From an optimization exercise on the open Yosys and OpenROAD flow, aimed at small area, a short achievable clock period and few clock cycles per item; shortcuts taken in it are not production practice.
Only simulation tests tie the RTL to the original design; equivalence was not proved.
Power figures rest on the tool's default switching activity, not on a simulated workload.

Design sorted_list_priority_queue_core, start of the top module:
module sorted_list_priority_queue_core #(
    parameter int CAPACITY  = slpq_pkg::CAPACITY_DEF,
    parameter int KEY_WIDTH = slpq_pkg::KEY_WIDTH_DEF
) (
    input  logic                              i_clk,
    input  logic                              i_rst_n,
    input  logic                              i_s_axis_tvalid,
    output logic                              o_s_axis_tready,
    input  logic [slpq_pkg::KEY_FIELD_W-1:0]  i_s_axis_tdata,   
    input  logic                              i_s_axis_tuser,   
    output logic                              o_m_axis_tvalid,
    input  logic                              i_m_axis_tready,
    output logic [slpq_pkg::OUT_TDATA_W-1:0]  o_m_axis_tdata,
    input  logic                              i_cfg_valid,
    output logic                              o_cfg_ready,
    input  logic                              i_cfg_data        
);
==> flow/config.mk <==
export PLATFORM = sky130hd
export DESIGN_NAME = sorted_list_priority_queue_core
export DESIGN_NICKNAME = sorted_list_priority_queue_core
export VERILOG_FILES = /design/flow/design.v
export SDC_FILE = /design/flow/constraint.sdc
export NUM_CORES = 4
export LEC_CHECK = 0
export CAP_MARGIN = 20
export CORE_MARGIN = 2
export CORE_UTILIZATION = 55
export PLACE_DENSITY = 0.75
export SETUP_SLACK_MARGIN = 3.5
export SLEW_MARGIN = 20
export SYNTH_HIERARCHICAL = 1
export SYNTH_MINIMUM_KEEP_SIZE = 0
==> flow/constraint.sdc <==
create_clock -name core_clock -period 6.0 [get_ports {i_clk}]
set_input_delay 1.2000 -clock core_clock [delete_from_list [all_inputs] [get_ports {i_clk}]]
set_output_delay 1.2000 -clock core_clock [all_outputs]
set_load 0.01 [all_outputs]
run.sh (not shown) runs the stock make flow with config.mk's settings and CLKGATE_MAP_FILE= SYNTH_SCRIPT=/design/flow/synth_recipe.tcl, a recipe that flattens the netlist after the stock synthesis.
Testbench counts at the start, summed over its fixed seeds: cycles 32,016, items 32,000.
Next try:
--- a/flow/design.v
+++ b/flow/design.v
@@ -231,14 +231,19 @@
     localparam int CNT_W = $clog2(CAPACITY + 1);
     logic [KEY_WIDTH-1:0]  r_key  [CAPACITY];
     logic [CAPACITY-1:0]   r_valid;
     logic                  r_req_valid;
     logic                  r_req_remove;
     logic [KEY_WIDTH-1:0]  r_req_nkey;
     logic [CAPACITY-1:0]   r_req_take;
+    logic                  r_in_valid;
+    logic                  r_in_remove;
+    logic                  r_in_min_first;
+    logic [KEY_WIDTH-1:0]  r_in_key;
+    logic                  w_move;
     logic                  r_min_first;
     logic [CNT_W-1:0]      r_count;
     slpq_pkg::t_status     r_status;
     logic                  r_out_valid;
     logic                  w_accept;
     logic                  w_advance;
     logic                  w_apply;
@@ -249,36 +254,51 @@
     logic [CAPACITY-1:0]   w_cmp;
     logic                  w_cmp_new;
     logic [CAPACITY-1:0]   w_pre_all;
     logic [CAPACITY-1:0]   w_pre_tail;
     logic [CAPACITY-1:0]   w_take_next;
     assign w_advance       = !r_out_valid || i_m_axis_tready;
     assign w_apply         = r_req_valid && w_advance;
-    assign o_s_axis_tready = !r_req_valid || w_advance;
+    assign w_move          = r_in_valid && (!r_req_valid || w_advance);
+    assign o_s_axis_tready = !r_in_valid || !r_req_valid || w_advance;
     assign w_accept        = i_s_axis_tvalid && o_s_axis_tready;
+    always_ff @(posedge i_clk) begin
+        if (!i_rst_n) begin
+            r_in_valid <= 1'b0;
+        end else if (o_s_axis_tready) begin
+            r_in_valid <= i_s_axis_tvalid;
+        end
+    end
+    always_ff @(posedge i_clk) begin
+        if (w_accept) begin
+            r_in_remove    <= (slpq_pkg::t_req'(i_s_axis_tuser) == slpq_pkg::REQ_REMOVE);
+            r_in_key       <= KEY_WIDTH'(i_s_axis_tdata);
+            r_in_min_first <= r_min_first;
+        end
+    end
     assign w_full   = r_valid[CAPACITY-1];
     assign w_empty  = !r_valid[0];
     assign w_do_ins = r_req_valid && !r_req_remove && !w_full;
     assign w_do_rem = r_req_valid && r_req_remove && !w_empty;
     logic [KEY_WIDTH-1:0]  w_in_key;
     logic [KEY_WIDTH-1:0]  w_in_nkey;
-    assign w_in_key  = KEY_WIDTH'(i_s_axis_tdata);
+    assign w_in_key  = r_in_key;
     assign w_in_nkey = ~w_in_key;
     for (genvar g = 0; g < CAPACITY; g++) begin : g_cmp
         slpq_cmp #(.W(KEY_WIDTH), .INV_B(g % 2 == 0)) u_cmp (
             .i_x         ((g % 2 == 0) ? w_in_key : w_in_nkey),
             .i_y         (r_key[g]),
-            .i_min_first (r_min_first),
+            .i_min_first (r_in_min_first),
             .o_hit       (w_cmp[g])
         );
     end
     slpq_cmp #(.W(KEY_WIDTH), .INV_B(1'b1)) u_cmp_new (
         .i_x         (w_in_key),
         .i_y         (r_req_nkey),
-        .i_min_first (r_min_first),
+        .i_min_first (r_in_min_first),
         .o_hit       (w_cmp_new)
     );
     slpq_prefix16 u_prefix (
         .i_x    (w_cmp),
         .o_all  (w_pre_all),
         .o_tail (w_pre_tail)
     );
@@ -318,22 +338,22 @@
             );
         end
         slpq_nand3 u_take (.i_a(w_t_ins_n), .i_b(w_t_rest_n), .i_c(w_empty_n), .o_y(w_take_next[g]));
     end
     always_ff @(posedge i_clk) begin
         if (!i_rst_n) begin
             r_req_valid <= 1'b0;
-        end else if (o_s_axis_tready) begin
-            r_req_valid <= i_s_axis_tvalid;
+        end else if (!r_req_valid || w_advance) begin
+            r_req_valid <= r_in_valid;
         end
     end
     always_ff @(posedge i_clk) begin
-        if (w_accept) begin
-            r_req_remove <= (slpq_pkg::t_req'(i_s_axis_tuser) == slpq_pkg::REQ_REMOVE);
-            r_req_nkey   <= ~(KEY_WIDTH'(i_s_axis_tdata));
+        if (w_move) begin
+            r_req_remove <= r_in_remove;
+            r_req_nkey   <= ~r_in_key;
             r_req_take   <= w_take_next;
         end
     end
     logic [KEY_WIDTH-1:0]  w_new_true;
     assign w_new_true = ~r_req_nkey;
     for (genvar g = 0; g < CAPACITY; g++) begin : g_cell
         logic                 w_sel_prev;
=> The new run finished with timing, DRC and antenna clean. Sequential power climbs by a few percent. Area after synthesis climbs by a few percent. Cell area came out higher by a few percent. Combinational power is higher by a few percent. Die area rose by a few percent. Clock-buffer cell count fell by 1.
Testbench counts after the change, summed over its fixed seeds: cycles 32,024, items 32,000.

-- what the ideal ports hide --
In the flow no input, the clock included, has a driving cell. The finished layouts below were timed again as built, in two steps.
Step 1: set_driving_cell puts a clkbuf_16 on i_clk and a buf_2 on each other input, an assumption about the parent block.
Step 2, shift: input delay + t, output delay - t, t = (earliest + latest rising clock arrival at the registers) / 2. This alone moves slack from input paths to output paths.
a / b / c = no drivers / after step 1 / after step 2; a / b = the first two.
run | t (ns) | setup slack, ns | hold WS [ns] | slew at the worst register clock pin (ns) | worst data-port slew with drivers (ns)
the first run | 0.683 | 2.797 / 2.832 / 2.149 | 0.465 / 0.465 / 0.465 | 0.07 / 0.07 | 0.06
the second run | 0.710 | 2.973 / 2.931 / 2.859 | 0.436 / 0.436 / 0.436 | 0.07 / 0.07 | 0.05
After both steps every run listed still meets setup and hold. The setup slack of the first run, which loses most, moves by +0.035 ns with the drivers and by -0.648 ns with both steps.
